This is an optimization exercise on Yosys and OpenROAD, whose aim is small area, not a production implementation.
Function was checked by simulation only, so behaviour that the tests miss may differ from the original.

==> inputs of exp/fjord <==
Design simd_issue_ctrl, start of the top module:
module simd_issue_ctrl #(
  parameter int unsigned WIDTH = 32,
  parameter int unsigned LANES = 4,
  parameter int unsigned NREGS = 8,
  parameter int unsigned AW    = $clog2(NREGS)
) (
  input  logic                   clk,
  input  logic                   rst,
  input  logic                   instr_valid,
  output logic                   instr_ready,
  input  logic [2:0]             instr_op,
  input  logic [AW-1:0]          instr_dst,
  input  logic [AW-1:0]          instr_srca,
  input  logic [AW-1:0]          instr_srcb,
  input  logic                   rf_we,
  input  logic [AW-1:0]          rf_waddr,
  input  logic [LANES*WIDTH-1:0] rf_wdata,
  input  logic [AW-1:0]          rf_raddr,
  output logic [LANES*WIDTH-1:0] rf_rdata,
  output logic [2:0]             core_opcode,
  output logic [LANES*WIDTH-1:0] core_a,
  output logic [LANES*WIDTH-1:0] core_b,
  input  logic [LANES*WIDTH-1:0] core_r,
  output logic                   busy,
  output logic                   done,
  output logic                   err
);
==> module simd_issue_ctrl, before the edit <==
module simd_issue_ctrl #(
  parameter int unsigned WIDTH = 32,
  parameter int unsigned LANES = 4,
  parameter int unsigned NREGS = 8,
  parameter int unsigned AW    = $clog2(NREGS)
) (
  input  logic                   clk,
  input  logic                   rst,
  input  logic                   instr_valid,
  output logic                   instr_ready,
  input  logic [2:0]             instr_op,
  input  logic [AW-1:0]          instr_dst,
  input  logic [AW-1:0]          instr_srca,
  input  logic [AW-1:0]          instr_srcb,
  input  logic                   rf_we,
  input  logic [AW-1:0]          rf_waddr,
  input  logic [LANES*WIDTH-1:0] rf_wdata,
  input  logic [AW-1:0]          rf_raddr,
  output logic [LANES*WIDTH-1:0] rf_rdata,
  output logic [2:0]             core_opcode,
  output logic [LANES*WIDTH-1:0] core_a,
  output logic [LANES*WIDTH-1:0] core_b,
  input  logic [LANES*WIDTH-1:0] core_r,
  output logic                   busy,
  output logic                   done,
  output logic                   err
);
  localparam int unsigned VW = LANES * WIDTH;
  typedef enum logic [1:0] {
    S_IDLE,
    S_ISSUE,
    S_CAPTURE
  } state_t;
  state_t          state_q, state_d;
  logic [VW-1:0]   vrf_q [NREGS];
  logic [2:0]      opcode_q;
  logic [VW-1:0]   a_q, b_q;
  logic [AW-1:0]   dst_q;
  logic            drop_q;
  logic            done_q;
  logic            accept;
  logic            op_illegal;
  logic            drop_instr;
  logic            wb_en;
  assign accept     = (state_q == S_IDLE) && instr_valid;
  assign op_illegal = (instr_op > 3'b100);
  assign drop_instr = op_illegal;
  assign wb_en = (state_q == S_CAPTURE) && !drop_q;
  always_comb begin
    state_d = state_q;
    unique case (state_q)
      S_IDLE:    if (instr_valid) state_d = S_ISSUE;
      S_ISSUE:   state_d = S_CAPTURE;
      S_CAPTURE: state_d = S_IDLE;
      default:   state_d = S_IDLE;
    endcase
  end
  always_ff @(posedge clk or posedge rst) begin
    if (rst) state_q <= S_IDLE;
    else     state_q <= state_d;
  end
  always_ff @(posedge clk or posedge rst) begin
    if (rst) begin
      opcode_q <= '0;
      a_q      <= '0;
      b_q      <= '0;
      dst_q    <= '0;
      drop_q   <= 1'b0;
    end else if (accept) begin
      dst_q  <= instr_dst;
      drop_q <= drop_instr;
      if (!drop_instr) begin
        opcode_q <= instr_op;
        a_q      <= vrf_q[instr_srca];
        b_q      <= vrf_q[instr_srcb];
      end
    end
  end
  always_ff @(posedge clk or posedge rst) begin
    if (rst) begin
      for (int unsigned i = 0; i < NREGS; i++) vrf_q[i] <= '0;
    end else begin
      if (rf_we) vrf_q[rf_waddr] <= rf_wdata;
      if (wb_en) vrf_q[dst_q]    <= core_r;
    end
  end
  always_ff @(posedge clk or posedge rst) begin
    if (rst) done_q <= 1'b0;
    else     done_q <= (state_q == S_CAPTURE);
  end
  logic err_q;
  always_ff @(posedge clk or posedge rst) begin
    if (rst)                      err_q <= 1'b0;
    else if (accept && op_illegal) err_q <= 1'b1;
  end
  assign err = err_q;
  assign instr_ready = (state_q == S_IDLE);
  assign busy        = (state_q != S_IDLE);
  assign done        = done_q;
  assign core_opcode = opcode_q;
  assign core_a      = a_q;
  assign core_b      = b_q;
  assign rf_rdata    = vrf_q[rf_raddr];
endmodule
==> flow/config.mk <==
export PLATFORM = sky130hd
export DESIGN_NAME = simd_issue_ctrl
export DESIGN_NICKNAME = simd_issue_ctrl
export VERILOG_FILES = /design/flow/design.v
export SDC_FILE = /design/flow/constraint.sdc
export NUM_CORES = 4
export LEC_CHECK = 0
export CAP_MARGIN = 20
export CORE_MARGIN = 2
export CORE_UTILIZATION = 40
export SLEW_MARGIN = 20
==> flow/constraint.sdc <==
create_clock -name core_clock -period 6.0 [get_ports {clk}]
set_input_delay 1.2000 -clock core_clock [delete_from_list [all_inputs] [get_ports {clk}]]
set_output_delay 1.2000 -clock core_clock [all_outputs]
set_load 0.01 [all_outputs]
run.sh (not shown) runs the stock make flow with config.mk's settings and CLKGATE_MAP_FILE= SYNTH_SCRIPT=/design/flow/synth_recipe.tcl, a recipe that flattens the netlist after the stock synthesis.
==> exp/zinc (differences from exp/fjord) <==
==> flow/design.v (replaced) <==
module simd_issue_ctrl #(
  parameter int unsigned WIDTH = 32,
  parameter int unsigned LANES = 4,
  parameter int unsigned NREGS = 8,
  parameter int unsigned AW    = $clog2(NREGS)
) (
  input  logic                   clk,
  input  logic                   rst,
  input  logic                   instr_valid,
  output logic                   instr_ready,
  input  logic [2:0]             instr_op,
  input  logic [AW-1:0]          instr_dst,
  input  logic [AW-1:0]          instr_srca,
  input  logic [AW-1:0]          instr_srcb,
  input  logic                   rf_we,
  input  logic [AW-1:0]          rf_waddr,
  input  logic [LANES*WIDTH-1:0] rf_wdata,
  input  logic [AW-1:0]          rf_raddr,
  output logic [LANES*WIDTH-1:0] rf_rdata,
  output logic [2:0]             core_opcode,
  output logic [LANES*WIDTH-1:0] core_a,
  output logic [LANES*WIDTH-1:0] core_b,
  input  logic [LANES*WIDTH-1:0] core_r,
  output logic                   busy,
  output logic                   done,
  output logic                   err
);
  localparam int unsigned VW = LANES * WIDTH;
  logic            issue_q, capture_q;
  logic            done_q;
  logic            idle;
  logic            accept;
  logic            op_illegal;
  logic            drop_instr;
  logic [VW-1:0]   vrf_n_q [NREGS];    
  logic [NREGS-1:0] valid_q;
  logic [NREGS*VW-1:0] vrf_flat;
  logic [AW-1:0]   dst_q;
  logic            drop_q;
  logic [2:0]      opcode_q;
  logic [VW-1:0]   snap_q;
  logic [AW-1:0]   live_q;       
  logic            a_snap_q;     
  logic            b_snap_q;     
  logic            snap_b;       
  logic [AW-1:0]   opnd_addr;
  logic [VW-1:0]   opnd;
  logic [NREGS-1:0] wb_hit, we_hit, wb_n, we_n, hold, rsel_n, osel_n;
  assign idle       = !issue_q && !capture_q;
  assign accept     = idle && instr_valid;
  assign op_illegal = (instr_op > 3'b100);
  assign drop_instr = op_illegal;
  always_ff @(posedge clk or posedge rst) begin
    if (rst) begin
      issue_q   <= 1'b0;
      capture_q <= 1'b0;
      done_q    <= 1'b0;
    end else begin
      issue_q   <= accept;
      capture_q <= issue_q;
      done_q    <= capture_q;
    end
  end
  always_ff @(posedge clk) begin
    if (idle) begin
      dst_q  <= instr_dst;
      drop_q <= drop_instr;
    end
  end
  assign snap_b    = rf_we && (rf_waddr == instr_srcb) && (instr_srcb != instr_srca);
  assign opnd_addr = issue_q ? live_q : (snap_b ? instr_srcb : instr_srca);
  always_ff @(posedge clk) begin
    opcode_q <= instr_op;
    snap_q   <= opnd;
    live_q   <= snap_b ? instr_srca : instr_srcb;
    a_snap_q <= !snap_b;
    b_snap_q <= snap_b || (instr_srca == instr_srcb);
  end
  for (genvar i = 0; i < NREGS; i++) begin : g_reg
    logic [VW-1:0] nxt_n;
    assign wb_hit[i] = capture_q && !drop_q && (dst_q == AW'(i));
    assign we_hit[i] = rf_we && (rf_waddr == AW'(i)) && !wb_hit[i];
    assign wb_n[i]   = !wb_hit[i];
    assign we_n[i]   = !we_hit[i];
    assign hold[i]   = !wb_hit[i] && !we_hit[i];
    assign rsel_n[i] = !(valid_q[i] && (rf_raddr == AW'(i)));
    assign osel_n[i] = !(valid_q[i] && (opnd_addr == AW'(i)));
    simd_wr_sel #(.VW(VW)) u_wr (
      .r(core_r), .wb_n(wb_n[i]), .w(rf_wdata), .we_n(we_n[i]),
      .hold(hold[i]), .q_n(vrf_n_q[i]), .d_n(nxt_n)
    );
    assign vrf_flat[i*VW +: VW] = vrf_n_q[i];
    always_ff @(posedge clk) vrf_n_q[i] <= nxt_n;
    always_ff @(posedge clk or posedge rst) begin
      if (rst)                         valid_q[i] <= 1'b0;
      else if (wb_hit[i] || we_hit[i]) valid_q[i] <= 1'b1;
    end
  end
  simd_rd_port #(.VW(VW)) u_rd_host (.s_n(rsel_n), .d_n(vrf_flat), .y(rf_rdata));
  simd_rd_port #(.VW(VW)) u_rd_opnd (.s_n(osel_n), .d_n(vrf_flat), .y(opnd));
  simd_sel2 #(.VW(VW)) u_core_a (.s(a_snap_q), .a(snap_q), .b(opnd), .y(core_a));
  simd_sel2 #(.VW(VW)) u_core_b (.s(b_snap_q), .a(snap_q), .b(opnd), .y(core_b));
  logic err_q;
  always_ff @(posedge clk or posedge rst) begin
    if (rst)                       err_q <= 1'b0;
    else if (accept && op_illegal) err_q <= 1'b1;
  end
  assign err = err_q;
  assign instr_ready = idle;
  assign busy        = !idle;
  assign done        = done_q;
  assign core_opcode = opcode_q;
endmodule
module simd_wr_sel #(
  parameter int unsigned VW = 128
) (
  input  logic [VW-1:0] r,
  input  logic          wb_n,
  input  logic [VW-1:0] w,
  input  logic          we_n,
  input  logic          hold,
  input  logic [VW-1:0] q_n,
  output logic [VW-1:0] d_n
);
  assign d_n = ~((r | {VW{wb_n}}) & (w | {VW{we_n}}) & ~({VW{hold}} & q_n));
endmodule
module simd_rd_port #(
  parameter int unsigned VW = 128
) (
  input  logic [7:0]      s_n,
  input  logic [8*VW-1:0] d_n,
  output logic [VW-1:0]   y
);
  for (genvar b = 0; b < VW; b++) begin : g_bit
    logic [7:0] c_n;
    for (genvar i = 0; i < 8; i++) begin : g_c
      assign c_n[i] = d_n[i*VW+b];
    end
    assign y[b] = !(&(s_n | c_n));
  end
endmodule
module simd_sel2 #(
  parameter int unsigned VW = 128
) (
  input  logic          s,
  input  logic [VW-1:0] a,
  input  logic [VW-1:0] b,
  output logic [VW-1:0] y
);
  logic s_n;
  assign s_n = !s;
  for (genvar i = 0; i < VW; i++) begin : g_bit
    simd_ao22 u_ao (.a1(s), .a2(a[i]), .b1(s_n), .b2(b[i]), .y(y[i]));
  end
endmodule
module simd_ao22 (
  input  logic a1, a2, b1, b2,
  output logic y
);
  assign y = (a1 && a2) || (b1 && b2);
endmodule
Settings changed: CORE_UTILIZATION 40 to 55, CTS_BUF_LIST set to sky130_fd_sc_hd__clkbuf_4 sky130_fd_sc_hd__clkbuf_8, SYNTH_HIERARCHICAL set to 1, SYNTH_MINIMUM_KEEP_SIZE set to 0.
==> impl_metrics.ini <==
[synth]
synth_ff_type = dfrtp_1
syn_avg_cell_area_um2 = 8.696
synthDistinctLibCells = 53
netlist_instances = 9261
synthMuxAreaShare = 0.1842
synth_most_common_cell = mux2i_1

[timing]
holdWs_ps = 477.1

[worst_setup_path]
cp_slowest_cell = nand2_1
critPathMaxFanout = 41

[detailed_routing]
detail_route.wl_per_cell_um = 31.77
wl_met1_um = 142700

[layout]
largestRegisters = vrf_q x1024, a_q x128, b_q x128
inv_count = 239

[floorplanning]
dieArea_mm2 = 0.2049

[status]
outcome = no timing/DRC/antenna violations

[pwr]
comb_power_mw = 12.6
pg_seq_mw = 15.7

[global_routing]
grt_max_degree = 153
The numbers above come from exp/fjord.

==> impl_metrics.ini <==
[status]
outcome = no timing/DRC/antenna violations

[detailed_routing]
wl_met1_um = 86760
detail_route.wl_per_cell_um = 33.50

[global_routing]
grt_max_degree = 128

[layout]
inv_count = 6

[pwr]
pg_seq_mw = 12.0
comb_power_mw = 9.42

[synth]
synthMuxAreaShare = 0.0008744
syn_avg_cell_area_um2 = 9.482

[worst_setup_path]
critPathMaxFanout = 9
cp_slowest_cell = or4_1
The numbers above come from exp/zinc.

-- what the ideal ports hide --
No port has a modelled driver above. Below, the same layouts with a new extraction and two added sets of constraints. Step 1 (the two cells are an assumption about what drives the block):
set clk [get_ports {clk}]
set_driving_cell -lib_cell sky130_fd_sc_hd__clkbuf_16 $clk
set_driving_cell -lib_cell sky130_fd_sc_hd__buf_2 [delete_from_list [all_inputs] $clk]
Step 2 times the ports against the registers' clock, not the clock port: input delays grow and output delays shrink by t, the midpoint of the rising clock arrivals with the driver on. a / b / c = ideal / step 1 / step 2; a / b = the first two.
run | shift t [ns] | setup slack, ns | worst hold slack (ns) | worst setup path after step 2 | worst slew at a driven data input, ns
exp/fjord | 0.920 | 0.681 / 0.629 / 0.629 | 0.477 / 0.477 / 0.477 | input to output | 0.23
exp/zinc | 0.981 | 0.052 / -0.062 / -0.062 | 0.413 / 0.413 / 0.413 | input to output | 0.21
Met with ideal ports but missed after step 2: setup timing in exp/zinc. For exp/zinc, which loses most, drivers alone change the setup slack by -0.114 ns; drivers and shift together by -0.114 ns.
